Source: an optimization exercise on an open RTL-to-GDS flow (aim: small area). Production flows keep margins and buffers that such runs may drop. Function was checked by simulation only, so behaviour that the tests miss may differ from the original. Power is estimated from default activity; no workload was simulated.

--- config.mk ---
export PLATFORM = sky130hd
export DESIGN_NAME = io_input_conditioner
export DESIGN_NICKNAME = io_input_conditioner
export VERILOG_FILES = /design/flow/design.v
export SDC_FILE = /design/flow/constraint.sdc
export NUM_CORES = 4
export LEC_CHECK = 0
export CAP_MARGIN = 20
export CORE_MARGIN = 2
export CORE_UTILIZATION = 40
export SLEW_MARGIN = 20
--- constraint.sdc ---
create_clock -name core_clock -period 10.0 [get_ports {i_clk}]
set_input_delay 2.0000 -clock core_clock [delete_from_list [all_inputs] [get_ports {i_clk}]]
set_output_delay 2.0000 -clock core_clock [all_outputs]
set_load 0.01 [all_outputs]
--- design.v ---
module io_input_conditioner #(
    parameter int N_SW            = 32,
    parameter int N_BTN           = 4,
    parameter int DEBOUNCE_CYCLES = 500000,
    parameter bit BTN_ACTIVE_LOW  = 1'b1
) (
    input  logic             i_clk,
    input  logic             i_rst,
    input  logic [N_SW-1:0]  i_sw_raw,
    input  logic [N_BTN-1:0] i_btn_raw,
    output logic [N_SW-1:0]  o_io_sw,
    output logic [N_BTN-1:0] o_io_btn,
    output logic [N_BTN-1:0] o_btn_press,
    output logic [N_BTN-1:0] o_btn_release,
    output logic             o_sw_change
);
    localparam int N = N_SW + N_BTN;
    logic [N-1:0]     stable;
    logic [N_BTN-1:0] press_q;
    logic [N_BTN-1:0] release_q;
    logic             sw_change_q;
    if (DEBOUNCE_CYCLES == 500000) begin : g_seq
        localparam int            CW       = 19;
        localparam int            TAP      = 11;
        localparam logic          FB_INV   = 1'b0;
        localparam logic [CW-1:0] CNT_ZERO = 19'h2d4ee;
        localparam logic [CW-1:0] CNT_LAST = 19'h6d4ee;
        localparam logic [CW-1:0] CNT_MASK = 19'h7ffff;
        logic [N-1:0]  sync1;
        logic [N-1:0]  lvl;       
        logic [N-1:0]  term;      
        logic [N-1:0]  nxt;       
        logic [N-1:0]  fb;
        logic [N-1:0]  clr;
        logic [CW-1:0] cnt [N];
        logic          rst_d1, hold;
        always_ff @(posedge i_clk) begin
            sync1  <= {i_btn_raw, i_sw_raw};
            rst_d1 <= i_rst;
        end
        assign lvl  = {(BTN_ACTIVE_LOW ? ~sync1[N-1:N_SW] : sync1[N-1:N_SW]),
                       sync1[N_SW-1:0]};
        assign hold = i_rst | rst_d1;
        for (genvar i = 0; i < N; i++) begin : g_bit
            assign term[i] = ((cnt[i] ^ CNT_LAST) & CNT_MASK) == '0;
            assign nxt[i]  = stable[i] ^ term[i];
            assign clr[i]  = hold | (lvl[i] == nxt[i]);
            assign fb[i]   = term[i] ? CNT_ZERO[0]
                                     : cnt[i][CW-1] ^ cnt[i][TAP] ^ FB_INV;
            always_ff @(posedge i_clk) begin
                if (clr[i]) begin
                    cnt[i] <= CNT_ZERO;
                end else begin
                    cnt[i] <= {~cnt[i][CW-2:0], fb[i]};
                end
            end
        end
        always_ff @(posedge i_clk) begin
            if (i_rst) begin
                stable      <= '0;
                press_q     <= '0;
                release_q   <= '0;
                sw_change_q <= 1'b0;
            end else begin
                stable      <= nxt;
                press_q     <= term[N-1:N_SW] & ~stable[N-1:N_SW];
                release_q   <= term[N-1:N_SW] & stable[N-1:N_SW];
                sw_change_q <= |term[N_SW-1:0];
            end
        end
    end else begin : g_bin
        localparam int CW = $clog2(DEBOUNCE_CYCLES + 1);
        localparam logic [CW-1:0] CNT_LAST = CW'(DEBOUNCE_CYCLES - 1);
        logic [N-1:0]  sync1;
        logic [N-1:0]  sync2;
        logic [N-1:0]  upd;
        logic [CW-1:0] cnt [N];
        always_comb begin
            for (int i = 0; i < N; i++) begin
                upd[i] = (sync2[i] != stable[i]) && (cnt[i] == CNT_LAST);
            end
        end
        always_ff @(posedge i_clk) begin
            if (i_rst) begin
                sync1       <= '0;
                sync2       <= '0;
                stable      <= '0;
                press_q     <= '0;
                release_q   <= '0;
                sw_change_q <= 1'b0;
                for (int i = 0; i < N; i++) begin
                    cnt[i] <= '0;
                end
            end else begin
                sync1 <= {(BTN_ACTIVE_LOW ? ~i_btn_raw : i_btn_raw), i_sw_raw};
                sync2 <= sync1;
                for (int i = 0; i < N; i++) begin
                    if (sync2[i] == stable[i]) begin
                        cnt[i] <= '0;
                    end else if (upd[i]) begin
                        stable[i] <= sync2[i];
                        cnt[i]    <= '0;
                    end else begin
                        cnt[i] <= cnt[i] + CW'(1);
                    end
                end
                press_q     <= upd[N-1:N_SW] & sync2[N-1:N_SW];
                release_q   <= upd[N-1:N_SW] & ~sync2[N-1:N_SW];
                sw_change_q <= |upd[N_SW-1:0];
            end
        end
    end
    assign o_io_sw       = stable[N_SW-1:0];
    assign o_io_btn      = stable[N-1:N_SW];
    assign o_btn_press   = press_q;
    assign o_btn_release = release_q;
    assign o_sw_change   = sw_change_q;
endmodule
--- flow/run.sh ---
#!/bin/bash
# The standard layout (standard.sh) with these changes:
#  - synthesis maps logic with an area-only abc script (flow/synth.tcl),
#  - port buffers are the smallest buffer cell,
#  - clock tree: larger buffers, larger sink clusters, no dummy loads.
# Each step's full output is in orfs/logs/; make's own output in make_*.log.
set -uo pipefail
HERE=$(pwd)
source "$HERE/flow/knobs.sh"
export FLOW_ABC_SCRIPT="$HERE/flow/area.abc"
bash standard.sh SYNTH_SCRIPT="$HERE/flow/synth.tcl" ABC_AREA=1 \
  BUFFER_PORTS_ARGS="$BUFFER_PORTS_ARGS" CTS_ARGS="$CTS_ARGS" \
  "${EXTRA_MAKE[@]}" finish > "$HERE/make_finish.log" 2>&1
status=$?
grep -q "FLOW_ABC\|area.abc" orfs/logs/*/*/*/1_2_yosys.log && echo "abc script: flow/area.abc" >> "$HERE/make_finish.log"
exit $status
--- flow/area.abc ---
strash
dch
map -a
strash
dch
map -a
topo
--- flow/knobs.sh ---
BUFFER_PORTS_ARGS="-buffer_cell sky130_fd_sc_hd__buf_1"
CTS_ARGS="-sink_clustering_enable -repair_clock_nets -dont_use_dummy_load -buf_list sky130_fd_sc_hd__clkbuf_8 -sink_clustering_size 20 -sink_clustering_max_diameter 50"
EXTRA_MAKE=()
--- flow/synth.tcl ---
# synth_recipe.tcl with one change: abc maps with flow/area.abc, an
# area-only script without abc's own buffering and gate sizing (repair_design
# buffers the nets that need it after placement).
proc synth {args} { yosys synth -nofsm -noshare {*}$args }
proc abc {args} {
  set i [lsearch -exact $args -script]
  if { $i >= 0 } {
    lset args [expr {$i + 1}] $::env(FLOW_ABC_SCRIPT)
  }
  yosys abc {*}$args
}
source $::env(SCRIPTS_DIR)/synth.tcl
# left out here: clear keep_hierarchy, flatten, clean up, hide names made inside functions, write 1_2_yosys.v
--- standard.sh ---
#!/bin/bash
# synth_recipe.tcl (not shown) runs the flow's synth.tcl, then flattens the netlist and writes it again
# the make line also repeats each setting of config.mk as NAME=value (left out here)
make -C /OpenROAD-flow-scripts/flow DESIGN_CONFIG=/design/flow/config.mk WORK_HOME=/design/flow/orfs CLKGATE_MAP_FILE= SYNTH_SCRIPT=/design/flow/synth_recipe.tcl "${@:-finish}"
==> out/qor.yml, run 1 <==
min_path:
  holdCritStartpoint: "g_seq.cnt[33][14]$_SDFF_PP1_"
  hp-class: "reg -> reg"
floorplanning:
  start_util: 0.404
  core_area_um2: 53800
  die_area_um2: 56200
  num_rows: 85
  die_h_um: 237
  die_x_um: 237
  ios: 83
final_layout:
  area_growth_pct: 9.33
  drive_gt1_frac: 0.0537
  utilization: 0.442
  n_antenna_cell: 0
  instances_no_fill: 3024
  fin_nets: 2376
  fillerInstances: 5159
routing:
  drt-total-wl_um: 36400
  drtIter0Drc: 590
  ant_nets: 0
  viasPerCell: 4.57
  route.detailed.drc: 0
  first_pass_iters: 5
  drt-wirelength-per-cell_um: 12.0
  vias: 13800
yosys:
  yosys.area_share.simple: 0.237
  yosys_warnings: 2
  synth_fp_nets: 2230
  synth-xor-area-share: 0.0258
  synth_top_family_by_area: "simple AND/OR/NAND/NOR gates"
  synthAdderAreaFrac: 0.00460
  syn_area_um2: 21700
  synth_cells: 2184
  yosysSeqAreaShare: 0.705
  ys_types: 19
  synth_compound_area_frac: 0.00115
  synth_mux_area_frac: 0
  syn_avg_cell_area_um2: 9.95
  yosys_register_bits: 766
grt:
  grt_pass1_vias: 13600
  grt_max_degree: 47
  grtUsageTotal: 0.132
  grt_antenna_before_repair: 0
  overflow: 0
  grt_pass1_wl_um: 62800
timing:
  finalSetupViolCount: 0
  hold_violations: 0
  setup_tns_ns: 0
  fmax_ghz: 0.280
  finClkSkew_ns: 0.0618
  finalHoldWorstSlack_ns: 0.327
  period_share: 0.357
  fin_ws_ns: 6.43
  finalMaxSlewViolations: 0
  min_period_ns: 3.57
  worst_pin_slew_ns: 0.873
  rsz0062_at_grt: "false"
  slew_headroom: 0.412
critical_path:
  path_cells: "buf_2 -> nor2_4 -> buf_4 -> nand2_1 -> nor2_1 -> clkinv_1 -> nor2_1"
  r2r_start: "g_seq.cnt[32][7]$_SDFF_PP1_"
  crit_path_max_incr_delay_ns: 0.58
  cp_slowest_cell: "nor2_1"
  crit_fanout: 23
  cp-end-kind: "flip-flop"
  worstSetupPathType: "in -> reg"
  critPathLaunch: "i_rst"
  cp.arrival_ns: 4.17
  setup.worst_path.start_class: "input pin"
  cpMostUsedCell: "nor2_1"
  worstPathRequired_ns: 10.60
power_and_ir_drop:
  irDropWorstVdd_mv: 0.104
  power.net_switching_w: 0.000979
  pwr-share-comb: 0.022
  pwr-share-seq: 0.673
  intPower_w: 0.00367
  clkPwrFrac: 0.305
  p_leak_nw: 9.23
  swShare: 0.211
  cellPowerDensity_nw_per_um2: 196
clock_tree:
  cts_tree: "built"
  post-cts-setup-buffers: 0
  clk_latency_ns: 0.68
  ctsResizeCount: 0
  clk_pin_slew_ns: 0.09
  postCtsHoldBufs: 0
  max-clock-path-buffers: 3
  cts_made_buffers: 60
  htree_levels: 2
  cts.sinks: 766
  clockRootBuffer: "clkbuf_8"
place:
  gp_congestion: 0.770
  place_hpwl_um: 24700
  port_buffers: 82
  preCtsSetupSlack_ns: 5.60
  dp_cells: 2964
job:
  maxCapViolations: 0
outcome:
  outcome: "no timing/DRC/antenna violations"
[per-layer routing]
metal,GRT usage,vias to the layer above,share of wire
li1,-,7176,-
met1,0.176,6438,0.49
met2,0.215,153,0.45
met5,0,-,0
met3,0.0322,62,0.043
met4,0.0343,0,0.021
[kinds of logic (layout without fill, tap and decap cells)]
logic type / after synthesis / after routing
adder cells (fa/ha/maj): 8 / 8
flip-flops: 766 / 766
buffers and inverters: 148 / 292
AO/OA/AOI/OAI: 3 / 3
XOR/XNOR: 64 / 64
AND/OR/NAND/NOR: 1195 / 1195
[Yosys cell counts, drive strengths merged]
library cell  instances  area (um2)
xor2                 22         193
nand3                34         170
clkinv              148         556
nand2               525        1970
and2                  1        7.51
nor3                 68         340
nand4                95         594
nor4                 20         125
nand3b                2        15.0
or2                  32         200
xnor2                42         368
ha                    8         100
dfxtp               766       15300
nor2                382        1430
o21ai                 1        5.00
o41a                  1        12.5
a211oi                1        7.51
or4                  27         236
nor3b                 9        67.6
[power by group through the flow]
stage               combinational (W)  sequential [W]  clock (W)
floorplan                   0.0000702         0.00319          0
global placement             0.000103         0.00319          0
detailed placement           0.000105         0.00320          0
CTS                          0.000105         0.00313    0.00149
global route                 0.000119         0.00313    0.00161
finish                       0.000102         0.00313    0.00142
[placed cells by master, fill, tap and decap left out, types with 32 or more instances in the layout]
master    synthesis  layout
nand2_1         525     525
nand4_1          95      95
nor2_1          382     381
clkbuf_8          0      60
xnor2_1          42      42
nor3_1           68      68
or2_2            32      32
clkinv_1        148     148
dfxtp_1         766     766
nand3_1          34      34
buf_1             0      81
[sequential cells by signal, summed over array words and instances (netlist names)]
name,flops
release_q,4
stable,36
g_seq.cnt,684
g_seq.rst_d1,1
sw_change_q,1
press_q,4
g_seq.sync1,36
[layout make-up]
cell class,count,area (um2),area share
Sequential cell,766,15300,0.645
Multi-Input combinational cell,1270,5850,0.246
Tap cell,696,871,0.0366
Clock buffer,60,826,0.0347
Inverter,148,556,0.0234
Timing Repair Buffer,84,324,0.0136
[worst max-delay path, delay by kind of cell]
kind,cells,cell delay [ns]
buffers and inverters,3,0.92
and+or+nand+nor,4,1.22
[final timing paths]
path                                                endpoint  slack, ns  cells past startpoint
worst max register to register   g_seq.cnt[32][0]$_SDFF_PP0_       6.91                     10
worst max-delay path            g_seq.cnt[33][13]$_SDFF_PP0_       6.43                      7
worst min register to register  g_seq.cnt[33][15]$_SDFF_PP1_       0.33                      1
worst min-delay path            g_seq.cnt[33][15]$_SDFF_PP1_       0.33                      1
[metrics by stage]
step	area (um2)	power [W]
after floorplan	21700	0.00326
after CTS	23800	0.00473
final	23800	0.00465
after global placement	22900	0.00330
after global routing	23800	0.00486
after detailed placement	22900	0.00330
==> run 2: changes to the inputs <==
==> flow/run.sh (replaced) <==
#!/bin/bash
# Layout flow: the standard layout (standard.sh) with these changes:
#  1. The standard synthesis runs unchanged (standard.sh synth). mapgen.py then
#     keeps its flip-flops exactly and writes the logic between them again,
#     gate by gate, in the structure the RTL describes. eqcheck.sh proves the
#     new netlist equal to the standard one (flip-flops cut and paired by
#     name); if that proof or mapgen.py fails, the standard netlist is kept.
#  2. Port buffers are the smallest buffer cell (buf_1).
#  3. Clock tree: clkbuf_8 buffers, sink clusters of up to 20 within 50 um,
#     no dummy loads.
# Each tool's full output is kept in this folder: make_synth.log,
# mapgen.log, eqcheck_yosys.log, make_finish.log, and ORFS's own step logs
# under orfs/logs/.
set -uo pipefail
HERE=$(pwd)
source "$HERE/flow/knobs.sh"
R="$HERE/orfs/results/$FLOW_PLATFORM/io_input_conditioner/base"
export PLATFORM_LIB="$FLOW_HOME/platforms/$FLOW_PLATFORM/lib/sky130_fd_sc_hd__tt_025C_1v80.lib"

bash standard.sh synth > "$HERE/make_synth.log" 2>&1 || exit 1

cp "$R/1_2_yosys.v" "$HERE/standard_synth.v"
if python3 "$HERE/flow/mapgen.py" "$HERE/design.v" "$HERE/standard_synth.v" "$HERE/mapped.v" > "$HERE/mapgen.log" 2>&1 \
   && bash "$HERE/flow/eqcheck.sh" "$HERE/standard_synth.v" "$HERE/mapped.v" "$HERE" > "$HERE/eqcheck.log" 2>&1 \
   && grep -q EQUIV_OK "$HERE/eqcheck.log"; then
  echo "using mapped.v" >> "$HERE/mapgen.log"
  cp "$HERE/mapped.v" "$R/1_2_yosys.v"
  rm -f "$R/1_synth.odb" "$R/1_synth.sdc"
else
  echo "keeping the standard netlist" >> "$HERE/mapgen.log"
fi

bash standard.sh BUFFER_PORTS_ARGS="$BUFFER_PORTS_ARGS" CTS_ARGS="$CTS_ARGS" \
  "${EXTRA_MAKE[@]}" finish > "$HERE/make_finish.log" 2>&1
==> flow/cut.py (new file) <==
import re,sys
src,dst=sys.argv[1:3]
t=open(src).read()
m=re.search(r'^module\s+(\w+)\s*\((.*?)\);(.*?)^endmodule',t,re.M|re.S)
name,ports,body=m.groups()
cells=list(re.finditer(r'^\s*(sky130_fd_sc_hd__df\w+)\s+(\\\S+\s|[\w$]+)\s*\((.*?)\);\n',body,re.M|re.S))
newports=[];decl=[];assigns=[]
for c in cells:
    inst=c.group(2).strip()
    san='ff_'+re.sub(r'[^A-Za-z0-9]','_',inst)
    p={k:v.strip() for k,v in re.findall(r'\.(\w+)\((.*?)\)\s*(?:,|$)',c.group(3),re.S)}
    q=p['Q']; d=p['D']
    q=q+' ' if q.startswith('\\') else q
    d=d+' ' if d.startswith('\\') else d
    newports += [san+'_q', san+'_d']
    decl += [f'  input {san}_q;', f'  output {san}_d;']
    assigns += [f'  assign {q} = {san}_q;', f'  assign {san}_d = {d};']
for c in reversed(cells):
    body=body[:c.start()]+body[c.end():]
# outputs driven by flops: q nets that were ports stay outputs (assigned from input)
out=f"module {name}({ports}, {', '.join(newports)});\n"+'\n'.join(decl)+'\n'+body+'\n'.join(assigns)+'\nendmodule\n'
open(dst,'w').write(out)
==> flow/eqcheck.sh (new file) <==
#!/bin/bash
# eqcheck.sh gold.v gate.v work_dir : proves the two netlists' next-state and
# output logic equal, with each flip-flop cut into an input (Q) and an output
# (D) and the flip-flops paired by instance name. Prints EQUIV_OK on success.
LIB="$PLATFORM_LIB"
W=$3
python3 "$(dirname "$0")/cut.py" "$1" "$W/eq_gold.v" && python3 "$(dirname "$0")/cut.py" "$2" "$W/eq_gate.v" || exit 1
yosys -l "$W/eqcheck_yosys.log" -p "
read_liberty -ignore_miss_func $LIB
read_verilog $W/eq_gold.v
rename io_input_conditioner gold
read_verilog $W/eq_gate.v
rename io_input_conditioner gate
flatten gold gate
miter -equiv -flatten -make_assert gold gate miter
hierarchy -top miter
sat -verify -prove-asserts miter
" > /dev/null 2>&1 && echo EQUIV_OK
==> flow/knobs.sh (replaced) <==
BUFFER_PORTS_ARGS="-buffer_cell sky130_fd_sc_hd__buf_1"
CTS_ARGS="-sink_clustering_enable -repair_clock_nets -dont_use_dummy_load -buf_list sky130_fd_sc_hd__clkbuf_8 -sink_clustering_size 20 -sink_clustering_max_diameter 70"
EXTRA_MAKE=()
==> flow/mapgen.py (new file) <==
#!/usr/bin/env python3
"""Re-map the logic of the standard synthesis netlist by hand.

usage: mapgen.py design.v in_netlist.v out_netlist.v

in_netlist.v is the standard synthesis of design.v (ORFS synthesis with
synth_recipe.tcl). Its flip-flops are kept exactly: instance names, cell
types, clock, Q nets and, for the synchronizer and the delayed reset, the D
nets. Every other cell is dropped and the next-state logic of the counts, the
debounced levels and the pulse outputs is written out again as sky130 cells,
in the structure the RTL describes (see the comments in design.v):

  count stage k+1  <- NOR2(cnt[k], clr)         if CNT_ZERO[k+1] == 0
                      NAND2(cnt[k], clr_n)      if CNT_ZERO[k+1] == 1
  count stage 0    <- ~clr & ~term & (cnt[CW-1] ^ cnt[TAP] ^ FB_INV)
  term_n           <- NAND of the CNT_MASK literals of CNT_LAST
  nxt              =  stable ^ term
  stable           <- ~rst & nxt
  clr              =  hold | (lvl == nxt)
The script checks the register set against what it expects and stops with an
error (leaving no output) if anything differs.
"""
import re, sys

design, src, dst = sys.argv[1:4]
rtl = open(design).read()

def lp(name):
    m = re.search(r'localparam\s+(?:logic|int)\s*(?:\[[^\]]*\])?\s*' + name +
                  r"\s*=\s*(?:\d+'h)?([0-9a-fA-F]+)\s*;", rtl)
    if not m:
        sys.exit(f"mapgen: {name} not found in {design}")
    return m.group(1)

CW = int(lp('CW'))
TAP = int(lp('TAP'))
FB_INV = int(rtl.split("FB_INV")[1].split("1'b")[1][0])
ZERO = int(lp('CNT_ZERO'), 16)
LAST = int(lp('CNT_LAST'), 16)
MASK = int(lp('CNT_MASK'), 16)
N_SW, N_BTN = 32, 4
N = N_SW + N_BTN
assert (ZERO ^ LAST) == 1 << (CW - 1)

net = open(src).read()
mod = re.search(r'^module\s+io_input_conditioner\s*\((.*?)\);(.*?)^endmodule', net, re.M | re.S)
ports_line = mod.group(1)
body = mod.group(2)
decls = re.findall(r'^\s*(input|output|wire)\s+(\[[^\]]*\]\s*)?(\\\S+\s|[\w$]+)\s*;', body, re.M)
cells = re.findall(r'^\s*(sky130_fd_sc_hd__\w+)\s+(\\\S+\s|[\w$]+)\s*\((.*?)\);', body, re.M | re.S)

def pins(txt):
    return {p: v.strip() for p, v in re.findall(r'\.(\w+)\((.*?)\)\s*(?:,|$)', txt, re.S)}

flops = {}
for typ, name, txt in cells:
    if 'df' in typ:
        flops[name.strip()] = (typ, pins(txt))
if any(t != 'sky130_fd_sc_hd__dfxtp_1' for t, _ in flops.values()):
    sys.exit("mapgen: unexpected flip-flop type")

def flop(pat):
    hits = [k for k in flops if re.fullmatch(pat, k)]
    if len(hits) != 1:
        sys.exit(f"mapgen: register {pat} matched {hits}")
    return hits[0]

regs = {}
for i in range(N):
    for k in range(CW):
        regs[('cnt', i, k)] = flop(r'\\g_seq\.cnt\[%d\]\[%d\]\$_SDFF_PP%d_' % (i, k, (ZERO >> k) & 1))
    regs[('sync1', i)] = flop(r'\\g_seq\.sync1\[%d\]\$_DFF_P_' % i)
    regs[('stable', i)] = flop(r'\\stable\[%d\]\$_SDFF_PP0_' % i)
for j in range(N_BTN):
    regs[('press', j)] = flop(r'\\press_q\[%d\]\$_SDFF_PP0_' % j)
    regs[('release', j)] = flop(r'\\release_q\[%d\]\$_SDFF_PP0_' % j)
regs[('swc',)] = flop(r'\\sw_change_q\$_SDFF_PP0_')
regs[('rstd',)] = flop(r'\\g_seq\.rst_d1\$_DFF_P_')
if len(regs) != len(flops):
    sys.exit(f"mapgen: {len(flops)} flops in the netlist, {len(regs)} expected")

Q = {key: flops[name][1]['Q'] for key, name in regs.items()}
D = {}          # new D net per register key
out = []        # cell instances
nid = [0]

def new():
    nid[0] += 1
    return f"mg_n{nid[0]}"

def cell(typ, **p):
    y = new()
    outpin = 'X' if typ.startswith(('xor2', 'and', 'or', 'buf')) else 'Y'
    conn = ', '.join(f'.{k}({v})' for k, v in p.items())
    out.append(f"  sky130_fd_sc_hd__{typ} mg_c{nid[0]} ({conn}, .{outpin}({y}));")
    return y

def esc(n):
    return n if n.startswith('\\') is False else n + ' '

rst = 'i_rst'
hold_n = cell('nor2_1', A=rst, B=esc(Q[('rstd',)]))
term_n_all = []
for i in range(N):
    x = [esc(Q[('cnt', i, k)]) for k in range(CW)]
    s = esc(Q[('stable', i)])
    p = esc(Q[('sync1', i)])
    # term_n: NAND of the literals of CNT_LAST selected by CNT_MASK
    ones = [x[k] for k in range(CW) if (MASK >> k) & 1 and (LAST >> k) & 1]
    zeros = [x[k] for k in range(CW) if (MASK >> k) & 1 and not (LAST >> k) & 1]
    lo = []     # active-low partial matches
    hi = []     # active-high partial matches
    for g in range(0, len(ones), 4):
        grp = ones[g:g + 4]
        if len(grp) == 1:
            lo.append(cell('inv_1', A=grp[0]))
        else:
            lo.append(cell(f'nand{len(grp)}_1', **dict(zip('ABCD', grp))))
    for g in range(0, len(zeros), 4):
        grp = zeros[g:g + 4]
        if len(grp) == 1:
            lo.append(grp[0])
        else:
            hi.append(cell(f'nor{len(grp)}_1', **dict(zip('ABCD', grp))))
    while len(lo) > 1 or (lo and len(hi) == 0):
        if len(lo) == 1:
            hi.append(cell('inv_1', A=lo.pop()))
            break
        grp, lo = lo[:4], lo[4:]
        hi.append(cell(f'nor{len(grp)}_1', **dict(zip('ABCD', grp))))
    if lo:
        # one active-low signal left and some active-high ones
        hi.append(cell('inv_1', A=lo.pop()))
    while len(hi) > 4:
        grp, hi = hi[:4], hi[4:]
        hi.append(cell('inv_1', A=cell('nand4_1', **dict(zip('ABCD', grp)))))
    term_n = cell(f'nand{len(hi)}_1', **dict(zip('ABCD', hi))) if len(hi) > 1 else cell('inv_1', A=hi[0])
    term_n_all.append(term_n)
    nxt_n = cell('xor2_1', A=s, B=term_n)                      # ~(s ^ term)
    D[('stable', i)] = cell('nor2_1', A=rst, B=nxt_n)          # ~rst & nxt
    if i < N_SW:
        e = cell('xnor2_1', A=p, B=nxt_n)                      # lvl ^ nxt, lvl = p
    else:
        e = cell('xor2_1', A=p, B=nxt_n)                       # lvl ^ nxt, lvl = ~p
    clr = cell('nand2_1', A=hold_n, B=e)                       # hold | (lvl == nxt)
    clr_n = cell('inv_1', A=clr)
    for k in range(CW - 1):
        if (ZERO >> (k + 1)) & 1:
            D[('cnt', i, k + 1)] = cell('nand2_1', A=x[k], B=clr_n)
        else:
            D[('cnt', i, k + 1)] = cell('nor2_1', A=x[k], B=clr)
    # stage 0: (clr | term) ? ZERO[0] : x[CW-1] ^ x[TAP] ^ FB_INV
    if (ZERO & 1) == 0:
        # ~clr & ~term & f  =  NOR3B(A=clr, B=~f, C_N=term_n)
        f_n = cell('xnor2_1' if FB_INV == 0 else 'xor2_1', A=x[CW - 1], B=x[TAP])
        D[('cnt', i, 0)] = cell('nor3b_1', A=clr, B=f_n, C_N=term_n)
    else:
        # clr | term | f  =  NAND3B(A_N=?, ...): ~(clr_n & term_n & ~f)
        f = cell('xor2_1' if FB_INV == 0 else 'xnor2_1', A=x[CW - 1], B=x[TAP])
        D[('cnt', i, 0)] = cell('nand3_1', A=clr_n, B=term_n, C=cell('inv_1', A=f))
for j in range(N_BTN):
    i = N_SW + j
    s = esc(Q[('stable', i)])
    D[('press', j)] = cell('nor3_1', A=rst, B=term_n_all[i], C=s)         # ~rst & term & ~s
    D[('release', j)] = cell('nor3b_1', A=rst, B=term_n_all[i], C_N=s)    # ~rst & term & s
# sw_change: ~rst & OR(term[0..31])
ors = [cell('nand4_1', **dict(zip('ABCD', term_n_all[g:g + 4]))) for g in range(0, N_SW, 4)]
q0 = cell('nor4_1', **dict(zip('ABCD', ors[0:4])))
q1 = cell('nor4_1', **dict(zip('ABCD', ors[4:8])))
D[('swc',)] = cell('a21oi_1', A1=q0, A2=q1, B1=rst)

# write the netlist
lines = ["/* io_input_conditioner: standard synthesis flip-flops, logic by mapgen.py */",
         f"module io_input_conditioner({ports_line});"]
for kind, rng, name in decls:
    lines.append(f"  {kind} {rng or ''}{name.strip()}{' ' if name.startswith(chr(92)) else ''};")
for n in range(1, nid[0] + 1):
    lines.append(f"  wire mg_n{n};")
for key, name in sorted(regs.items(), key=lambda kv: kv[1]):
    typ, p = flops[name]
    d = D.get(key, p['D'])
    lines.append(f"  {typ} {name} (.CLK({p['CLK']}), .D({esc(d)}), .Q({esc(p['Q'])}));")
lines += out
lines.append("endmodule")
open(dst, 'w').write('\n'.join(lines) + '\n')
sys.stderr.write(f"mapgen: {len(flops)} flops kept, {len(out)} logic cells written\n")
removed: flow/area.abc
removed: flow/synth.tcl
==> run 2 against run 1 <==
Against the previous run:
- critical path type unchanged
- combinational power shrank 9.8%
- sequential share of layout area grew 2.8 points
- total power shrank 3.5%
- cell area shrank 4.2%
- largest power group unchanged
- final cell count shrank 9.1%
- critical endpoint is now g_seq.cnt[26][15]$_SDFF_PP1_
==> out/qor.yml, run 2 <==
grt:
  grt_antenna_before_repair: 0  # unchanged
  overflow: 0  # unchanged
  grt_max_degree: 26  # -45%
  grt_pass1_wl_um: 60500  # -3.7%
  grtUsageTotal: 0.135  # +0.00294
  grt_pass1_vias: 12900  # -5.5%
timing:
  min_period_ns: 3.57  # +0.0000100 ns
  fmax_ghz: 0.280  # unchanged
  finalMaxSlewViolations: 0  # unchanged
  hold_violations: 0  # unchanged
  worst_pin_slew_ns: 0.538  # -0.335 ns
  setup_tns_ns: 0  # unchanged
  fin_ws_ns: 6.43  # -0.0000100 ns
  finalSetupViolCount: 0  # unchanged
  period_share: 0.357  # about the same
  finalHoldWorstSlack_ns: 0.341  # +0.0143 ns
  rsz0062_at_grt: "false"
  slew_headroom: 0.640  # +0.228
  finClkSkew_ns: 0.0427  # -0.0191 ns
final_layout:
  utilization: 0.442  # +0.000522
  largest_register_ffs: 684  # unchanged
  area_growth_pct: 8.70
  fin_nets: 2109  # -11%
  regMostFlops: "g_seq.cnt"
  final_cell_mix: "766 x dfxtp_1, 432 x nand2_1, 288 x nor2_1"
  n_antenna_cell: 0  # unchanged
  layout_commonest_cell: "dfxtp_1"
  reg_top3: "g_seq.cnt x684, g_seq.sync1 x36, stable x36"
  drive_gt1_frac: 0.0246  # -0.0290
  fillerInstances: 5006  # -3.0%
place:
  gp_congestion: 0.765  # -0.68%
  port_buffers: 82  # unchanged
  place_hpwl_um: 24900  # +0.89%
  preCtsSetupSlack_ns: 5.75  # +0.145 ns
critical_path:
  worstSetupPathType: "in -> reg"
  crit_fanout: 25  # +8.7%
  cp.arrival_ns: 4.07  # -0.10 ns
  critPathLaunch: "i_rst"
  cp-end-kind: "flip-flop"
  worstPathRequired_ns: 10.51  # -0.09 ns
  r2r_start: "g_seq.cnt[33][3]$_SDFF_PP1_"
  setup.worst_path.start_class: "input pin"
routing:
  drt-wirelength-per-cell_um: 13.1  # +8.8%
  vias: 12700  # -8.2%
  ant_nets: 0  # unchanged
  first_pass_iters: 4  # -1
  drtIter0Drc: 657  # +11%
  route.detailed.drc: 0  # unchanged
  viasPerCell: 4.62  # +1.0%
  drt-total-wl_um: 36000  # -1.1%
clock_tree:
  clk_pin_slew_ns: 0.11  # +0.02 ns
  ctsResizeCount: 0  # unchanged
  clk_latency_ns: 0.65  # -0.03 ns
  post-cts-setup-buffers: 0  # unchanged
  postCtsHoldBufs: 0  # unchanged
  clockRootBuffer: "clkbuf_8"
  cts_made_buffers: 46  # -23%
  htree_levels: 2  # unchanged
  cts_tree: "built"
  cts.sinks: 766  # unchanged
  max-clock-path-buffers: 3  # unchanged
floorplanning:
  die_x_um: 233  # -1.8%
  die_h_um: 233  # -1.8%
  ios: 83  # unchanged
  start_util: 0.407  # +0.00282
  num_rows: 83  # -2.4%
  die_area_um2: 54200  # -3.6%
  core_area_um2: 51500  # -4.3%
yosys:
  syn_area_um2: 21000  # -3.6%
  yosys_warnings: 2  # unchanged
  synth_cells: 1938  # -11%
  synth_fp_nets: 1976  # -11%
  syn_avg_cell_area_um2: 10.8  # +8.6%
min_path:
  hp-class: "reg -> reg"
  holdCritStartpoint: "g_seq.cnt[9][13]$_SDFF_PP0_"
power_and_ir_drop:
  irDropWorstVdd_mv: 0.0744  # -28%
  p_leak_nw: 8.56  # -7.2%
  cellPowerDensity_nw_per_um2: 197  # +0.74%
  finalPower_w: 0.00449  # -3.5%
outcome:
  outcome: "no timing/DRC/antenna violations"
job:
  maxCapViolations: 0  # unchanged
run 2: changes by cell type in the layout (fill, tap and decap cells not counted), moves of 21 or more:
| cell | change |
|---|---|
| inv_1 | +36 |
| nor2_1 | -93 |
| nand4_1 | +21 |
| nand2_1 | -93 |
| or4_2 | -27 |
| nor3b_1 | +31 |
| or2_2 | -32 |
| xnor2_1 | +26 |
| clkinv_1 | -148 |
run 2: path summary, 6_finish.rpt:
check                                 endpoint  slack (ns)  depth (start not counted)
hold / removal     g_seq.cnt[9][14]$_SDFF_PP1_        0.34                          1
setup reg to reg  g_seq.cnt[33][10]$_SDFF_PP1_        7.73                          8
setup / recovery  g_seq.cnt[26][15]$_SDFF_PP1_        6.43                          7
hold reg to reg    g_seq.cnt[9][14]$_SDFF_PP1_        0.34                          1
run 2: metal layers:
metal  wire length, um  global-route usage  up-vias  share of wire
met2             16600               0.224      118           0.46
met3              1280              0.0298       53          0.036
li1                  -                   -     6542              -
met5                 0                   0        -              0
met1             17400               0.177     5988           0.48
met4               724              0.0368        0          0.020
run 2: report_power, final:
group | internal (W) | switching [W]
clock | 0.000416 | 0.000850
sequential | 0.00310 | 0.0000273
combinational | 0.0000299 | 0.0000621
run 2: cell type report:
class                   count  area [um2]  share of cell area
clock buffers              46         633              0.0278
inverters                  36         135             0.00593
multi-input cells        1136        5490               0.241
flip-flops and latches    766       15300               0.673
well taps                 680         851              0.0374
repair buffers             85         332              0.0146
run 2: worst max-delay path, stage by stage:
cell and delay, ns:
clkbuf_2 0.08, buf_4 0.24, nor2_4 0.49, buf_4 0.46, nand2_1 0.31, inv_1 0.34
nand2_1 0.10
run 2: stage by stage:
step                cell area (um2)  instances
global route                  22800       2749
CTS                           22800       2749
detailed placement            22100       2703
finish                        22800       2749
floorplan                     21000       1938
global placement              22100       2703
==> run 3: changes to the inputs <==
--- a/config.mk
+++ b/config.mk
@@ -8,4 +8,5 @@
 export CAP_MARGIN = 20
 export CORE_MARGIN = 2
-export CORE_UTILIZATION = 40
+export CORE_UTILIZATION = 65
+export PLACE_DENSITY = 0.85
 export SLEW_MARGIN = 20
==> run 3 against run 2 <==
Against the previous run:
- still clean
- combinational power fell by 2%
- via count is 0.55% higher
- register-to-register slack gained 0.14 ns
- synthesized area did not move
- final cell count decreased by 10%
- first-iteration DRC count rose by 23%
- global-route usage grew 7.1 points
- critical endpoint is now g_seq.cnt[18][5]$_SDFF_PP1_
- largest cell class unchanged
- highest routed layer unchanged
==> out/qor.yml, run 3 <==
power_and_ir_drop:
  p_leak_nw: 8.54  # -0.22%
  pwr-share-comb: 0.020  # about the same
  clkPwrFrac: 0.274  # -0.008
  pwr-share-seq: 0.706  # +0.009
  intPower_w: 0.00353  # -0.48%
  irDropWorstVdd_mv: 0.136  # +82%
  power.net_switching_w: 0.000902  # -4.0%
  cellPowerDensity_nw_per_um2: 198  # +0.47%
  swShare: 0.204  # -0.00588
floorplanning:
  start_util: 0.662  # +0.256
  core_area_um2: 31600  # -39%
  die_area_um2: 33700  # -38%
  ios: 83  # unchanged
  die_x_um: 184  # -21%
  die_h_um: 184  # -21%
  num_rows: 65  # -22%
timing:
  worst_pin_slew_ns: 0.682  # +0.144 ns
  slew_headroom: 0.545  # -0.0950
  finalSetupViolCount: 0  # unchanged
  finalHoldWorstSlack_ns: 0.350  # +0.00932 ns
  period_share: 0.346  # -0.0109
  min_period_ns: 3.46  # -0.109 ns
  hold_violations: 0  # unchanged
  rsz0062_at_grt: "false"
  fmax_ghz: 0.289  # +3.1%
  setup_tns_ns: 0  # unchanged
  finClkSkew_ns: 0.0407  # -0.00197 ns
  finalMaxSlewViolations: 0  # unchanged
clock_tree:
  postCtsHoldBufs: 0  # unchanged
  ctsResizeCount: 0  # unchanged
  clk_latency_ns: 0.58  # -0.07 ns
  cts.sinks: 766  # unchanged
  htree_levels: 2  # unchanged
  post-cts-setup-buffers: 0  # unchanged
  clockRootBuffer: "clkbuf_8"
  cts_tree: "built"
  max-clock-path-buffers: 3  # unchanged
  cts_made_buffers: 44  # -4.3%
  clk_pin_slew_ns: 0.11  # about the same
final_layout:
  fin_nets: 2106  # -0.14%
  drive_gt1_frac: 0.0232  # -0.00142
  utilization: 0.708  # +0.266
  regMostFlops: "g_seq.cnt"
  area_growth_pct: 6.87
  final_cell_mix: "766 x dfxtp_1, 432 x nand2_1, 288 x nor2_1"
  n_antenna_cell: 0  # unchanged
  largest_register_ffs: 684  # unchanged
  layout_commonest_cell: "dfxtp_1"
  design_area_um2: 22400  # -1.7%
  reg_top3: "g_seq.cnt x684, g_seq.sync1 x36, stable x36"
routing:
  drt-total-wl_um: 34200  # -5.0%
  drtIter0Drc: 809  # +23%
  route.detailed.drc: 0  # unchanged
  drt-wirelength-per-cell_um: 13.9  # +5.9%
  first_pass_iters: 6  # +2
  ant_nets: 0  # unchanged
  viasPerCell: 5.17  # +12%
  vias: 12800  # +0.55%
place:
  place_hpwl_um: 23700  # -4.7%
  port_buffers: 82  # unchanged
  gp_congestion: 0.821  # +7.3%
  place_area_um2: 21800  # -1.6%
critical_path:
  setup.worst_path.start_class: "input pin"
  worstSetupPathType: "in -> reg"
  crit_fanout: 47  # +88%
  worstPathRequired_ns: 10.43  # -0.08 ns
  cp.arrival_ns: 3.89  # -0.18 ns
  cp-end-kind: "flip-flop"
grt:
  grt_pass1_wl_um: 58300  # -3.6%
  grt_pass1_vias: 13000  # +0.81%
  overflow: 0  # unchanged
  grt_max_degree: 48  # +85%
  grtUsageTotal: 0.206  # +0.0710
  grt_antenna_before_repair: 0  # unchanged
yosys:
  yosys_warnings: 2  # unchanged
  synth_fp_nets: 1976  # unchanged
  synth_cells: 1938  # unchanged
  syn_avg_cell_area_um2: 10.8  # unchanged
  syn_area_um2: 21000  # unchanged
min_path:
  hp-class: "reg -> reg"
outcome:
  outcome: "no timing/DRC/antenna violations"
job:
  maxCapViolations: 0  # unchanged
## run 3: power by group through the flow
| stage | Sequential [W] | Clock (W) | Combinational [W] |
|---|---|---|---|
| after global routing | 0.00314 | 0.00137 | 0.000104 |
| after global placement | 0.00320 | 0 | 0.0000863 |
| after CTS | 0.00313 | 0.00126 | 0.0000906 |
| final | 0.00313 | 0.00121 | 0.0000905 |
| after detailed placement | 0.00320 | 0 | 0.0000909 |
| after floorplan | 0.00319 | 0 | 0.0000622 |
## run 3: metal layers
metal	GRT usage	vias up	wire, um	share of wire
met2	0.354	166	16000	0.47
met3	0.0339	46	1260	0.037
met4	0.0509	0	549	0.016
met5	0	-	0	0
li1	-	6561	-	-
met1	0.273	5998	16400	0.48
## run 3: layout make-up
cell class                      count  area (um2)
Sequential cell                   766       15300
Tap cell                          402         503
Multi-Input combinational cell   1136        5490
Timing Repair Buffer               84         324
Fill cell                        2257        9250
Inverter                           36         135
Clock buffer                       44         606
## run 3: worst paths after layout
kind | from | to | slack [ns] | depth (start not counted)
setup / recovery | i_rst | g_seq.cnt[18][5]$_SDFF_PP1_ | 6.54 | 7
hold / removal | g_seq.cnt[18][9]$_SDFF_PP0_ | g_seq.cnt[18][10]$_SDFF_PP1_ | 0.35 | 1
setup reg to reg | g_seq.cnt[18][10]$_SDFF_PP1_ | g_seq.cnt[18][5]$_SDFF_PP1_ | 7.87 | 8
hold reg to reg | g_seq.cnt[18][9]$_SDFF_PP0_ | g_seq.cnt[18][10]$_SDFF_PP1_ | 0.35 | 1
## run 3: worst max-delay path, stage by stage
cell,delay [ns]
clkbuf_2,0.08
buf_4,0.32
nor2_4,0.17
buf_4,0.49
nand2_1,0.35
inv_1,0.35
nand2_1,0.09
## run 3: per-stage QoR
step	worst slack [ns]	power [W]	cells
floorplan	5.99	0.00325	1938
global placement	5.98	0.00328	2424
detailed placement	5.93	0.00329	2424
CTS	6.57	0.00448	2468
global route	6.41	0.00461	2468
finish	6.54	0.00443	2468
==> run 4: changes to the inputs <==
--- a/config.mk
+++ b/config.mk
@@ -8,5 +8,5 @@
 export CAP_MARGIN = 20
 export CORE_MARGIN = 2
-export CORE_UTILIZATION = 65
-export PLACE_DENSITY = 0.85
+export CORE_UTILIZATION = 80
+export PLACE_DENSITY = 0.92
 export SLEW_MARGIN = 20
==> run 4 against run 3 <==
Against the previous run:
- clock power about the same
- die area decreased by 18%
- synthesized cell count unchanged
- clock skew increased by 0.012 ns
- cell area decreased by 0.16%
- clock-buffer cell count unchanged
- largest power group unchanged
==> out/qor.yml, run 4 <==
outcome:
  outcome: "no timing/DRC/antenna violations"
timing:
  period_share: 0.348  # +0.00184
  worst_pin_slew_ns: 0.675  # -0.00742 ns
  hold_violations: 0  # unchanged
  fmax_ghz: 0.288  # -0.53%
  fin_ws_ns: 6.52  # -0.0184 ns
  setup_tns_ns: 0  # unchanged
  finClkSkew_ns: 0.0526  # +0.0119 ns
  finalMaxSlewViolations: 0  # unchanged
  finalSetupViolCount: 0  # unchanged
  rsz0062_at_grt: "false"
  min_period_ns: 3.48  # +0.0184 ns
  slew_headroom: 0.550  # +0.00494
clock_tree:
  postCtsHoldBufs: 0  # unchanged
  max-clock-path-buffers: 3  # unchanged
  cts.sinks: 766  # unchanged
  clockRootBuffer: "clkbuf_8"
  ctsResizeCount: 0  # unchanged
  post-cts-setup-buffers: 0  # unchanged
  cts_made_buffers: 44  # unchanged
  cts_tree: "built"
  clk_pin_slew_ns: 0.11  # about the same
  htree_levels: 2  # unchanged
  clk_latency_ns: 0.59  # about the same
routing:
  wl_met2_um: 20000  # +25%
  drtIter0Drc: 819  # +1.2%
  drt-wirelength-per-cell_um: 16.3  # +18%
  first_pass_iters: 5  # -1
  dr.max_layer_used: "met4"
  drt-total-wl_um: 39100  # +14%
  wl_met3_um: 1410  # +12%
  viasPerCell: 5.59  # +8.0%
  ant_nets: 0  # unchanged
  vias: 13400  # +5.1%
  route.detailed.drc: 0  # unchanged
  wirelength_met1_um: 16700  # +2.1%
final_layout:
  utilization: 0.863  # +0.155
  area_growth_pct: 6.70
  drive_gt1_frac: 0.0237  # +0.000473
  n_antenna_cell: 0  # unchanged
  layout_commonest_cell: "dfxtp_1"
  fillerInstances: 1243  # -45%
  reg_top3: "g_seq.cnt x684, g_seq.sync1 x36, stable x36"
  largest_register_ffs: 684  # unchanged
  final_cell_mix: "766 x dfxtp_1, 432 x nand2_1, 288 x nor2_1"
  regMostFlops: "g_seq.cnt"
  fin_nets: 2107  # +0.047%
power_and_ir_drop:
  p_leak_nw: 8.56  # +0.22%
  irDropWorstVdd_mv: 0.168  # +23%
  cellPowerDensity_nw_per_um2: 199  # +0.60%
floorplanning:
  die_x_um: 166  # -9.6%
  ios: 83  # unchanged
  num_rows: 59  # -9.2%
  start_util: 0.809  # +0.146
  die_area_um2: 27500  # -18%
  core_area_um2: 25900  # -18%
  die_h_um: 166  # -9.6%
critical_path:
  critPathLaunch: "i_rst"
  setup.worst_path.start_class: "input pin"
  worstPathRequired_ns: 10.46  # +0.03 ns
  reg2reg_depth: 7  # -1
  r2r-end: "g_seq.cnt[7][12]$_SDFF_PP1_"
  r2r_slack_ns: 7.66  # -0.21 ns
  cp-end-kind: "flip-flop"
  crit_fanout: 47  # unchanged
  cp.arrival_ns: 3.94  # +0.05 ns
  worstSetupPathType: "in -> reg"
  endpoint: "g_seq.cnt[6][1]$_SDFF_PP1_"
  r2r_start: "g_seq.cnt[7][0]$_SDFF_PP0_"
place:
  preCtsSetupSlack_ns: 5.98  # +0.0510 ns
  port_buffers: 82  # unchanged
  gp_congestion: 0.831  # +1.2%
  place_hpwl_um: 26500  # +12%
grt:
  grt_max_degree: 48  # unchanged
  grtUsageTotal: 0.282  # +0.0764
  overflow: 0  # unchanged
  grt_pass1_wl_um: 65300  # +12%
  grt_pass1_vias: 14100  # +8.4%
  grt_antenna_before_repair: 0  # unchanged
job:
  maxCapViolations: 0  # unchanged
yosys:
  yosys_warnings: 2  # unchanged
  synth_fp_nets: 1976  # unchanged
  synth_cells: 1938  # unchanged
  syn_avg_cell_area_um2: 10.8  # unchanged
  syn_area_um2: 21000  # unchanged
min_path:
  holdCritStartpoint: "g_seq.cnt[34][4]$_SDFF_PP0_"
  hp-class: "reg -> reg"
-- run 4: worst min-delay path by stage --
stage / to / slack, ns / cells past startpoint
after floorplan: g_seq.cnt[0][17]$_SDFF_PP1_ / 0.36 / 1
after global placement: g_seq.cnt[15][10]$_SDFF_PP1_ / 0.36 / 1
after detailed placement: g_seq.cnt[25][14]$_SDFF_PP1_ / 0.36 / 1
after CTS: g_seq.cnt[34][10]$_SDFF_PP1_ / 0.33 / 1
after global routing: g_seq.cnt[34][5]$_SDFF_PP1_ / 0.33 / 1
final: g_seq.cnt[34][5]$_SDFF_PP1_ / 0.33 / 1
-- run 4: metal layers --
metal / vias up / global-route usage
li1: 6569 / -
met1: 6471 / 0.351
met2: 300 / 0.511
met3: 88 / 0.0362
met4: 0 / 0.0949
met5: - / 0
-- run 4: cell type report --
cell class	instances	area, um2	share of cell area
clock buffer	44	606	0.0271
sequential	766	15300	0.686
inverter	36	135	0.00604
multi-input combinational	1136	5490	0.246
timing repair buffer	85	372	0.0166
tap	335	419	0.0187
-- run 4: through the flow --
step / hold WS (ns) / area (um2) / power, W / instances
2_1_floorplan: 0.358 / 21000 / 0.00325 / 1938
3_3_place_gp: 0.359 / 21700 / 0.00328 / 2356
3_5_place_dp: 0.364 / 21700 / 0.00329 / 2358
4_1_cts: 0.328 / 22400 / 0.00446 / 2402
5_1_grt: 0.334 / 22400 / 0.00460 / 2402
6_report: 0.330 / 22400 / 0.00445 / 2402
-- run 4: power breakdown --
group          total (W)  switching [W]  internal, W
Combinational  0.0000980      0.0000664    0.0000316
Clock            0.00122       0.000823     0.000400
Sequential       0.00313      0.0000296      0.00310
Total            0.00445       0.000919      0.00353
-- run 4: critical path, cell delays in order --
cell	delay, ns
clkbuf_2	0.08
buf_4	0.32
nor2_4	0.43
buf_16	0.21
buf_16	0.16
nand2_1	0.22
inv_1	0.36
nand2_1	0.12
==> run 5: changes to the inputs <==
==> flow/knobs.sh (replaced) <==
BUFFER_PORTS_ARGS="-buffer_cell sky130_fd_sc_hd__buf_1"
CTS_ARGS="-sink_clustering_enable -repair_clock_nets -dont_use_dummy_load -buf_list sky130_fd_sc_hd__clkbuf_8 -sink_clustering_size 20 -sink_clustering_max_diameter 50"
EXTRA_MAKE=()
--- a/config.mk
+++ b/config.mk
@@ -8,5 +8,4 @@
 export CAP_MARGIN = 20
 export CORE_MARGIN = 2
-export CORE_UTILIZATION = 80
-export PLACE_DENSITY = 0.92
+export CORE_UTILIZATION = 40
 export SLEW_MARGIN = 20
==> run 5 against run 4 <==
Against the previous run:
- largest power group unchanged
- critical endpoint is now g_seq.cnt[26][10]$_SDFF_PP1_
- clock skew rose by 0.016 ns
- critical path depth decreased by 1
- still clean
- total power grew 2.7%
- wire length shrank 7.6%
- largest cell class unchanged
==> out/qor.yml, run 5 <==
outcome:
  outcome: "no timing/DRC/antenna violations"
critical_path:
  critPathLaunch: "i_rst"
  r2r_slack_ns: 7.71  # +0.05 ns
  cp-end-kind: "flip-flop"
  worstSetupPathType: "in -> reg"
  crit_path_max_incr_delay_ns: 0.49  # +0.06 ns
  worstPathRequired_ns: 10.49  # +0.03 ns
  cp_slowest_cell: "nor2_4"
  r2r-end: "g_seq.cnt[33][12]$_SDFF_PP1_"
  crit_fanout: 25  # -47%
  setup.worst_path.start_class: "input pin"
  path_cells: "clkbuf_2 -> buf_4 -> nor2_4 -> buf_4 -> nand2_1 -> inv_1 -> nand2_1"
  cp.arrival_ns: 4.06  # +0.12 ns
  r2r_start: "g_seq.cnt[33][3]$_SDFF_PP1_"
  reg2reg_depth: 8  # +1
yosys:
  synth_fp_nets: 1976  # unchanged
  yosys_warnings: 2  # unchanged
  synth_cells: 1938  # unchanged
  syn_area_um2: 21000  # unchanged
  syn_avg_cell_area_um2: 10.8  # unchanged
clock_tree:
  post-cts-setup-buffers: 0  # unchanged
  cts_made_buffers: 54  # +23%
  clk_pin_slew_ns: 0.09  # -0.02 ns
  ctsResizeCount: 0  # unchanged
  max-clock-path-buffers: 3  # unchanged
  htree_levels: 2  # unchanged
  clk_latency_ns: 0.69  # +0.10 ns
  postCtsHoldBufs: 0  # unchanged
  cts.sinks: 766  # unchanged
  cts_tree: "built"
  clockRootBuffer: "clkbuf_8"
min_path:
  hp-class: "reg -> reg"
  min_path_cells: 1  # unchanged
  worstHoldEndpoint: "g_seq.cnt[26][2]$_SDFF_PP1_"
  holdCritStartpoint: "g_seq.cnt[26][1]$_SDFF_PP1_"
final_layout:
  reg_top3: "g_seq.cnt x684, g_seq.sync1 x36, stable x36"
  regMostFlops: "g_seq.cnt"
  fillerInstances: 4997  # +300%
  layout_commonest_cell: "dfxtp_1"
  drive_gt1_frac: 0.0284  # +0.00470
  fin_nets: 2117  # +0.47%
  largest_register_ffs: 684  # unchanged
  final_cell_mix: "766 x dfxtp_1, 432 x nand2_1, 288 x nor2_1"
  n_antenna_cell: 0  # unchanged
  area_growth_pct: 9.23
  design_area_um2: 22900  # +2.4%
timing:
  worst_pin_slew_ns: 0.536  # -0.139 ns
  hold_violations: 0  # unchanged
  slew_headroom: 0.642  # +0.0915
  fmax_ghz: 0.280  # -2.5%
  finalMaxSlewViolations: 0  # unchanged
  period_share: 0.357  # +0.00878
  rsz0062_at_grt: "false"
  finClkSkew_ns: 0.0688  # +0.0162 ns
  finalSetupViolCount: 0  # unchanged
  min_period_ns: 3.57  # +0.0878 ns
  finalHoldWorstSlack_ns: 0.317  # -0.0129 ns
  setup_tns_ns: 0  # unchanged
  fin_ws_ns: 6.43  # -0.0878 ns
grt:
  grtUsageTotal: 0.135  # -0.147
  grt_max_degree: 26  # -46%
  grt_antenna_before_repair: 0  # unchanged
  grt_pass1_vias: 12900  # -8.0%
  grt_pass1_wl_um: 60700  # -7.0%
  overflow: 0  # unchanged
routing:
  ant_nets: 0  # unchanged
  drt-total-wl_um: 36200  # -7.6%
  viasPerCell: 4.63  # -17%
  vias: 12800  # -5.0%
  first_pass_iters: 4  # -1
  drt-wirelength-per-cell_um: 13.1  # -19%
  route.detailed.drc: 0  # unchanged
  drtIter0Drc: 593  # -28%
floorplanning:
  die_h_um: 233  # +40%
  die_x_um: 233  # +40%
  core_area_um2: 51500  # +99%
  die_area_um2: 54200  # +97%
  ios: 83  # unchanged
  start_util: 0.407  # -0.402
  num_rows: 83  # +41%
place:
  gp_congestion: 0.765  # -7.9%
  place_hpwl_um: 24900  # -6.1%
  place_area_um2: 22100  # +1.8%
  port_buffers: 82  # unchanged
  preCtsSetupSlack_ns: 5.75  # -0.229 ns
power_and_ir_drop:
  finalPower_w: 0.00457  # +2.7%
  irDropWorstVdd_mv: 0.0858  # -49%
  cellPowerDensity_nw_per_um2: 200  # +0.37%
  p_leak_nw: 8.62  # +0.67%
job:
  maxCapViolations: 0  # unchanged
## run 5: stage by stage
stage	cells	utilization
floorplan	1938	-
global placement	2703	0.430
detailed placement	2703	0.430
CTS	2757	0.444
global route	2757	0.444
finish	2757	0.444
## run 5: area by class of cell
cell class	count	area (um2)	share of cell area
Sequential cell	766	15300	0.670
Timing Repair Buffer	85	332	0.0145
Multi-Input combinational cell	1136	5490	0.240
Inverter	36	135	0.00590
Clock buffer	54	743	0.0325
Tap cell	680	851	0.0372
## run 5: worst max path at each step
stage	to	cells after the start
2_1_floorplan	g_seq.cnt[0][10]$_SDFF_PP1_	4
3_3_place_gp	g_seq.cnt[26][12]$_SDFF_PP1_	7
3_5_place_dp	g_seq.cnt[26][10]$_SDFF_PP1_	7
4_1_cts	g_seq.cnt[26][10]$_SDFF_PP1_	7
5_1_grt	g_seq.cnt[26][10]$_SDFF_PP1_	7
6_report	g_seq.cnt[26][10]$_SDFF_PP1_	7
## run 5: critical path: cells and delay by family
family	cells	cell delay [ns]
buffers and inverters	4	1.10
and+or+nand+nor	3	0.90
## run 5: power breakdown
| part | switching (W) | total, W | internal, W |
|---|---|---|---|
| sequential | 0.0000273 | 0.00313 | 0.00310 |
| clock | 0.000871 | 0.00135 | 0.000483 |
| combinational | 0.0000623 | 0.0000922 | 0.0000299 |
## run 5: per-layer routing
layer,up-vias,GRT usage,part of all wire
met4,0,0.0382,0.023
met1,6007,0.177,0.48
met5,-,0,0
li1,6558,-,-
met2,133,0.223,0.46
met3,61,0.0313,0.037
==> run 6: changes to the inputs <==
--- a/flow/run.sh
+++ b/flow/run.sh
@@ -7,9 +7,4 @@
 #     name); if that proof or mapgen.py fails, the standard netlist is kept.
 #  2. Port buffers are the smallest buffer cell (buf_1).
-#  3. Clock tree: clkbuf_8 buffers, sink clusters of up to 20 within 50 um,
-#     no dummy loads.
-# Each tool's full output is kept in this folder: make_synth.log,
-# mapgen.log, eqcheck_yosys.log, make_finish.log, and ORFS's own step logs
-# under orfs/logs/.
 set -uo pipefail
 HERE=$(pwd)
==> flow/knobs.sh (replaced) <==
BUFFER_PORTS_ARGS="-buffer_cell sky130_fd_sc_hd__buf_1"
CTS_ARGS="-sink_clustering_enable -repair_clock_nets -dont_use_dummy_load -buf_list sky130_fd_sc_hd__clkbuf_8 -sink_clustering_size 21 -sink_clustering_max_diameter 70"
EXTRA_MAKE=()
--- a/config.mk
+++ b/config.mk
@@ -8,4 +8,5 @@
 export CAP_MARGIN = 20
 export CORE_MARGIN = 2
-export CORE_UTILIZATION = 40
+export CORE_UTILIZATION = 65
+export PLACE_DENSITY = 0.85
 export SLEW_MARGIN = 20
==> run 6 against run 5 <==
Against the previous run:
- wire length decreased by 5.2%
- final cell count decreased by 11%
- largest power group unchanged
- combinational power decreased by 2%
- non-clock buffer count decreased by 1
- critical path type unchanged
- worst hold slack improved by 0.060 ns
- die area decreased by 38%
- clock skew decreased by 0.040 ns
- total power decreased by 3.5%
- still clean
==> out/qor.yml, run 6 <==
timing:
  period_share: 0.348  # -0.00865
  hold_violations: 0  # unchanged
  fmax_ghz: 0.287  # +2.5%
  rsz0062_at_grt: "false"
  worst_pin_slew_ns: 0.680  # +0.143 ns
  finClkSkew_ns: 0.0285  # -0.0403 ns
  setup_tns_ns: 0  # unchanged
  min_period_ns: 3.48  # -0.0865 ns
  finalSetupViolCount: 0  # unchanged
  slew_headroom: 0.547  # -0.0948
  finalMaxSlewViolations: 0  # unchanged
yosys:
  synth_cells: 1938  # unchanged
  yosys_warnings: 2  # unchanged
  syn_area_um2: 21000  # unchanged
  synth_fp_nets: 1976  # unchanged
  syn_avg_cell_area_um2: 10.8  # unchanged
critical_path:
  crit_path_max_incr_delay_ns: 0.50  # about the same
  worstSetupPathType: "in -> reg"
  cp-end-kind: "flip-flop"
  crit_fanout: 47  # +88%
  path_cells: "clkbuf_2 -> buf_4 -> nor2_4 -> buf_4 -> nand2_1 -> inv_1 -> nand2_1"
  setup.worst_path.start_class: "input pin"
  critPathBufInv: 4  # unchanged
  worstPathRequired_ns: 10.47  # -0.02 ns
  crit_family: "buffers and inverters"
  cp_slowest_cell: "buf_4"
  cp.arrival_ns: 3.95  # -0.11 ns
clock_tree:
  cts_tree: "built"
  clk_pin_slew_ns: 0.11  # +0.02 ns
  cts.sinks: 766  # unchanged
  ctsResizeCount: 0  # unchanged
  htree_levels: 2  # unchanged
  cts_made_buffers: 42  # -22%
  max-clock-path-buffers: 3  # unchanged
  clk_latency_ns: 0.59  # -0.10 ns
  post-cts-setup-buffers: 0  # unchanged
  postCtsHoldBufs: 0  # unchanged
  clockRootBuffer: "clkbuf_8"
grt:
  grt_antenna_before_repair: 0  # unchanged
  grt_pass1_wl_um: 58200  # -4.2%
  overflow: 0  # unchanged
  grt_pass1_vias: 12900  # -0.14%
  grt_max_degree: 48  # +85%
  grtUsageTotal: 0.206  # +0.0709
routing:
  route.detailed.drc: 0  # unchanged
  drtIter0Drc: 815  # +37%
  drt-wirelength-per-cell_um: 13.9  # +6.0%
  first_pass_iters: 5  # +1
  ant_nets: 0  # unchanged
  drt-total-wl_um: 34300  # -5.2%
  vias: 12800  # +0.41%
  viasPerCell: 5.20  # +12%
place:
  gp_congestion: 0.821  # +7.3%
  port_buffers: 82  # unchanged
  dp_cells: 2424  # -10%
  place_hpwl_um: 23700  # -4.7%
min_path:
  hp-class: "reg -> reg"
final_layout:
  drive_gt1_frac: 0.0223  # -0.00612
  instances_no_fill: 2466  # -11%
  final_cell_mix: "766 x dfxtp_1, 432 x nand2_1, 288 x nor2_1"
  fillerInstances: 2230  # -55%
  fin_nets: 2104  # -0.61%
  reg_top3: "g_seq.cnt x684, g_seq.sync1 x36, stable x36"
  seq_area_um2: 15300  # unchanged
  regMostFlops: "g_seq.cnt"
  area_growth_pct: 6.74
  n_antenna_cell: 0  # unchanged
  largest_register_ffs: 684  # unchanged
  layout_commonest_cell: "dfxtp_1"
  multi_input_area_um2: 5490  # unchanged
floorplanning:
  core_area_um2: 31600  # -39%
  die_area_um2: 33700  # -38%
  ios: 83  # unchanged
  num_rows: 65  # -22%
  start_util: 0.662  # +0.256
  die_x_um: 184  # -21%
  die_h_um: 184  # -21%
outcome:
  outcome: "no timing/DRC/antenna violations"
power_and_ir_drop:
  irDropWorstVdd_mv: 0.169  # +97%
  p_leak_nw: 8.53  # -1.1%
  cellPowerDensity_nw_per_um2: 197  # -1.2%
job:
  maxCapViolations: 0  # unchanged
==> run 6: worst register-to-register path, stage by stage (launching register included) <==
cell     delay, ns
dfxtp_1       0.34
nor4_1        0.35
nand3_1       0.21
xor2_1        0.25
xnor2_1       0.15
nand2_1       0.22
inv_1         0.38
nand2_1       0.12
==> run 6: final cells by class <==
type,instances,share of cell area
well taps,402,0.0225
repair buffers,84,0.0145
clock buffers,42,0.0258
multi-input cells,1136,0.245
flip-flops and latches,766,0.686
inverters,36,0.00604
==> run 6: metrics by stage <==
stage	hold WS [ns]	instance area, um2	utilization	setup slack, ns	power (W)
after floorplan	0.358	21000	-	5.99	0.00325
after global placement	0.360	21800	0.689	5.98	0.00328
after detailed placement	0.365	21800	0.689	5.93	0.00329
after CTS	0.377	22400	0.707	6.57	0.00445
after global routing	0.395	22400	0.707	6.43	0.00459
final	0.377	22400	0.707	6.52	0.00441
==> run 6: routing by layer <==
layer / track usage / wire length, um / vias to the layer above
li1: - / - / 6541
met1: 0.273 / 16300 / 6035
met2: 0.351 / 16000 / 180
met3: 0.0331 / 1280 / 55
met4: 0.0592 / 728 / 0
met5: 0 / 0 / -
==> run 6: worst paths after layout <==
path	startpoint	endpoint	slack, ns	depth (start not counted)
setup / recovery	i_rst	g_seq.cnt[19][10]$_SDFF_PP1_	6.52	7
hold / removal	g_seq.cnt[1][5]$_SDFF_PP1_	g_seq.cnt[1][6]$_SDFF_PP1_	0.38	1
setup reg to reg	g_seq.cnt[19][0]$_SDFF_PP0_	g_seq.cnt[19][10]$_SDFF_PP1_	7.88	7
hold reg to reg	g_seq.cnt[1][5]$_SDFF_PP1_	g_seq.cnt[1][6]$_SDFF_PP1_	0.38	1
==> run 6: report_power, final <==
| group | internal, W | switching [W] | total, W |
|---|---|---|---|
| combinational | 0.0000296 | 0.0000607 | 0.0000903 |
| clock | 0.000382 | 0.000812 | 0.00119 |
| sequential | 0.00310 | 0.0000281 | 0.00313 |
| total | 0.00351 | 0.000901 | 0.00441 |
==> run 7: changes to the inputs <==
==> flow/knobs.sh (replaced) <==
BUFFER_PORTS_ARGS="-buffer_cell sky130_fd_sc_hd__buf_1"
CTS_ARGS="-sink_clustering_enable -repair_clock_nets -dont_use_dummy_load -buf_list sky130_fd_sc_hd__clkbuf_8 -sink_clustering_size 20 -sink_clustering_max_diameter 70"
EXTRA_MAKE=()
==> run 7 against run 6 <==
Against the previous run:
- worst hold slack worse by 0.027 ns
- highest routed layer unchanged
- sequential power is essentially flat
- fmax rose by 0.57%
- total power increased by 0.41%
- non-clock buffer count unchanged
- clock-buffer cell count grew 2
==> out/qor.yml, run 7 <==
final_layout:
  drive_gt1_frac: 0.0232  # +0.000946
  area_growth_pct: 6.87
  regMostFlops: "g_seq.cnt"
  layout_commonest_cell: "dfxtp_1"
  fillerInstances: 2257  # +1.2%
  fin_nets: 2106  # +0.095%
  reg_top3: "g_seq.cnt x684, g_seq.sync1 x36, stable x36"
  n_antenna_cell: 0  # unchanged
  seq_area_um2: 15300  # unchanged
  multi_input_area_um2: 5490  # unchanged
  largest_register_ffs: 684  # unchanged
  final_cell_mix: "766 x dfxtp_1, 432 x nand2_1, 288 x nor2_1"
  utilization: 0.708  # +0.000870
min_path:
  hp-class: "reg -> reg"
  holdCritStartpoint: "g_seq.cnt[18][9]$_SDFF_PP0_"
  min_path_cells: 1  # unchanged
  worstHoldEndpoint: "g_seq.cnt[18][10]$_SDFF_PP1_"
timing:
  period_share: 0.346  # -0.00197
  finalSetupViolCount: 0  # unchanged
  finalHoldWorstSlack_ns: 0.350  # -0.0269 ns
  min_period_ns: 3.46  # -0.0197 ns
  hold_violations: 0  # unchanged
  rsz0062_at_grt: "false"
  slew_headroom: 0.545  # -0.00166
  fmax_ghz: 0.289  # +0.57%
  finClkSkew_ns: 0.0407  # +0.0123 ns
  setup_tns_ns: 0  # unchanged
  finalMaxSlewViolations: 0  # unchanged
  worst_pin_slew_ns: 0.682  # +0.00249 ns
grt:
  grt_pass1_vias: 13000  # +0.48%
  grt_max_degree: 48  # unchanged
  grt_pass1_wl_um: 58300  # +0.19%
  overflow: 0  # unchanged
  grtUsageTotal: 0.206  # about the same
  grt_antenna_before_repair: 0  # unchanged
routing:
  wl_met3_um: 1260  # -1.8%
  drt-wirelength-per-cell_um: 13.9  # -0.27%
  first_pass_iters: 6  # +1
  route.detailed.drc: 0  # unchanged
  viasPerCell: 5.17  # -0.39%
  drt-total-wl_um: 34200  # -0.19%
  ant_nets: 0  # unchanged
  vias: 12800  # -0.31%
  wirelength_met1_um: 16400  # +0.56%
  drtIter0Drc: 809  # -0.74%
  wl_met2_um: 16000  # +0.30%
  dr.max_layer_used: "met4"
outcome:
  outcome: "no timing/DRC/antenna violations"
clock_tree:
  ctsResizeCount: 0  # unchanged
  htree_levels: 2  # unchanged
  cts.sinks: 766  # unchanged
  cts_made_buffers: 44  # +4.8%
  postCtsHoldBufs: 0  # unchanged
  cts_tree: "built"
  max-clock-path-buffers: 3  # unchanged
  clockRootBuffer: "clkbuf_8"
  clk_latency_ns: 0.58  # about the same
  post-cts-setup-buffers: 0  # unchanged
  clk_pin_slew_ns: 0.11  # about the same
floorplanning:
  die_x_um: 184  # unchanged
  num_rows: 65  # unchanged
  core_area_um2: 31600  # unchanged
  die_h_um: 184  # unchanged
  die_area_um2: 33700  # unchanged
  start_util: 0.662  # unchanged
  ios: 83  # unchanged
critical_path:
  cp.arrival_ns: 3.89  # -0.06 ns
  crit_path_max_incr_delay_ns: 0.49  # about the same
  crit_family: "buffers and inverters"
  r2r-end: "g_seq.cnt[18][5]$_SDFF_PP1_"
  setup.worst_path.start_class: "input pin"
  worstPathRequired_ns: 10.43  # -0.04 ns
  worstSetupPathType: "in -> reg"
  path_cells: "clkbuf_2 -> buf_4 -> nor2_4 -> buf_4 -> nand2_1 -> inv_1 -> nand2_1"
  crit_fanout: 47  # unchanged
  critPathBufInv: 4  # unchanged
  reg2reg_depth: 8  # +1
  cp_slowest_cell: "buf_4"
  cp-end-kind: "flip-flop"
  r2r_start: "g_seq.cnt[18][10]$_SDFF_PP1_"
  r2r_slack_ns: 7.87  # about the same
power_and_ir_drop:
  p_leak_nw: 8.54  # +0.17%
  irDropWorstVdd_mv: 0.136  # -20%
  finalPower_w: 0.00443  # +0.41%
  cellPowerDensity_nw_per_um2: 198  # +0.28%
yosys:
  synth_fp_nets: 1976  # unchanged
  yosys_warnings: 2  # unchanged
  syn_avg_cell_area_um2: 10.8  # unchanged
  syn_area_um2: 21000  # unchanged
  synth_cells: 1938  # unchanged
job:
  maxCapViolations: 0  # unchanged
place:
  place_hpwl_um: 23700  # unchanged
  port_buffers: 82  # unchanged
  gp_congestion: 0.821  # unchanged
-- run 7: cell count changes in the layout (fill, tap and decap cells not counted), sizes merged --
cell    previous run  this run
clkbuf            43        45
-- run 7: routing by layer --
metal / track usage / vias up
met5: 0 / -
met4: 0.0509 / 0
met3: 0.0339 / 46
met2: 0.354 / 166
met1: 0.273 / 5998
li1: - / 6561
-- run 7: where the power goes --
part	switching [W]	leakage [nW]	total [W]	internal, W
registers	0.0000281	6.23	0.00313	0.00310
clock network	0.000813	0.316	0.00121	0.000400
logic	0.0000609	1.99	0.0000905	0.0000296
total	0.000902	8.54	0.00443	0.00353
-- run 7: worst max path at each step --
stage	depth (start not counted)	start	to
2_1_floorplan	4	i_rst	g_seq.cnt[0][10]$_SDFF_PP1_
3_3_place_gp	7	i_rst	g_seq.cnt[7][14]$_SDFF_PP1_
3_5_place_dp	7	i_rst	g_seq.cnt[5][12]$_SDFF_PP1_
4_1_cts	7	i_rst	g_seq.cnt[5][12]$_SDFF_PP1_
5_1_grt	7	i_rst	g_seq.cnt[10][5]$_SDFF_PP1_
6_report	7	i_rst	g_seq.cnt[18][5]$_SDFF_PP1_
-- run 7: final cells by class --
type / count / area share
Clock buffer: 44 / 0.0270
Inverter: 36 / 0.00603
Multi-Input combinational cell: 1136 / 0.245
Sequential cell: 766 / 0.685
Tap cell: 402 / 0.0225
Timing Repair Buffer: 84 / 0.0145
-- run 7: metrics by stage --
| stage | worst slack (ns) | area [um2] | cells |
|---|---|---|---|
| CTS | 6.57 | 22400 | 2468 |
| finish | 6.54 | 22400 | 2468 |
| global placement | 5.98 | 21800 | 2424 |
| floorplan | 5.99 | 21000 | 1938 |
| global route | 6.41 | 22400 | 2468 |
| detailed placement | 5.93 | 21800 | 2424 |

Re-timed with assumed drivers on the ports (clkbuf_16 on the clock, buf_2 on other inputs), run 7 has 6.562 ns of setup slack against 6.541 ns with ideal ports, and 5.951 ns once port delays also move by the mid clock arrival of 0.611 ns.
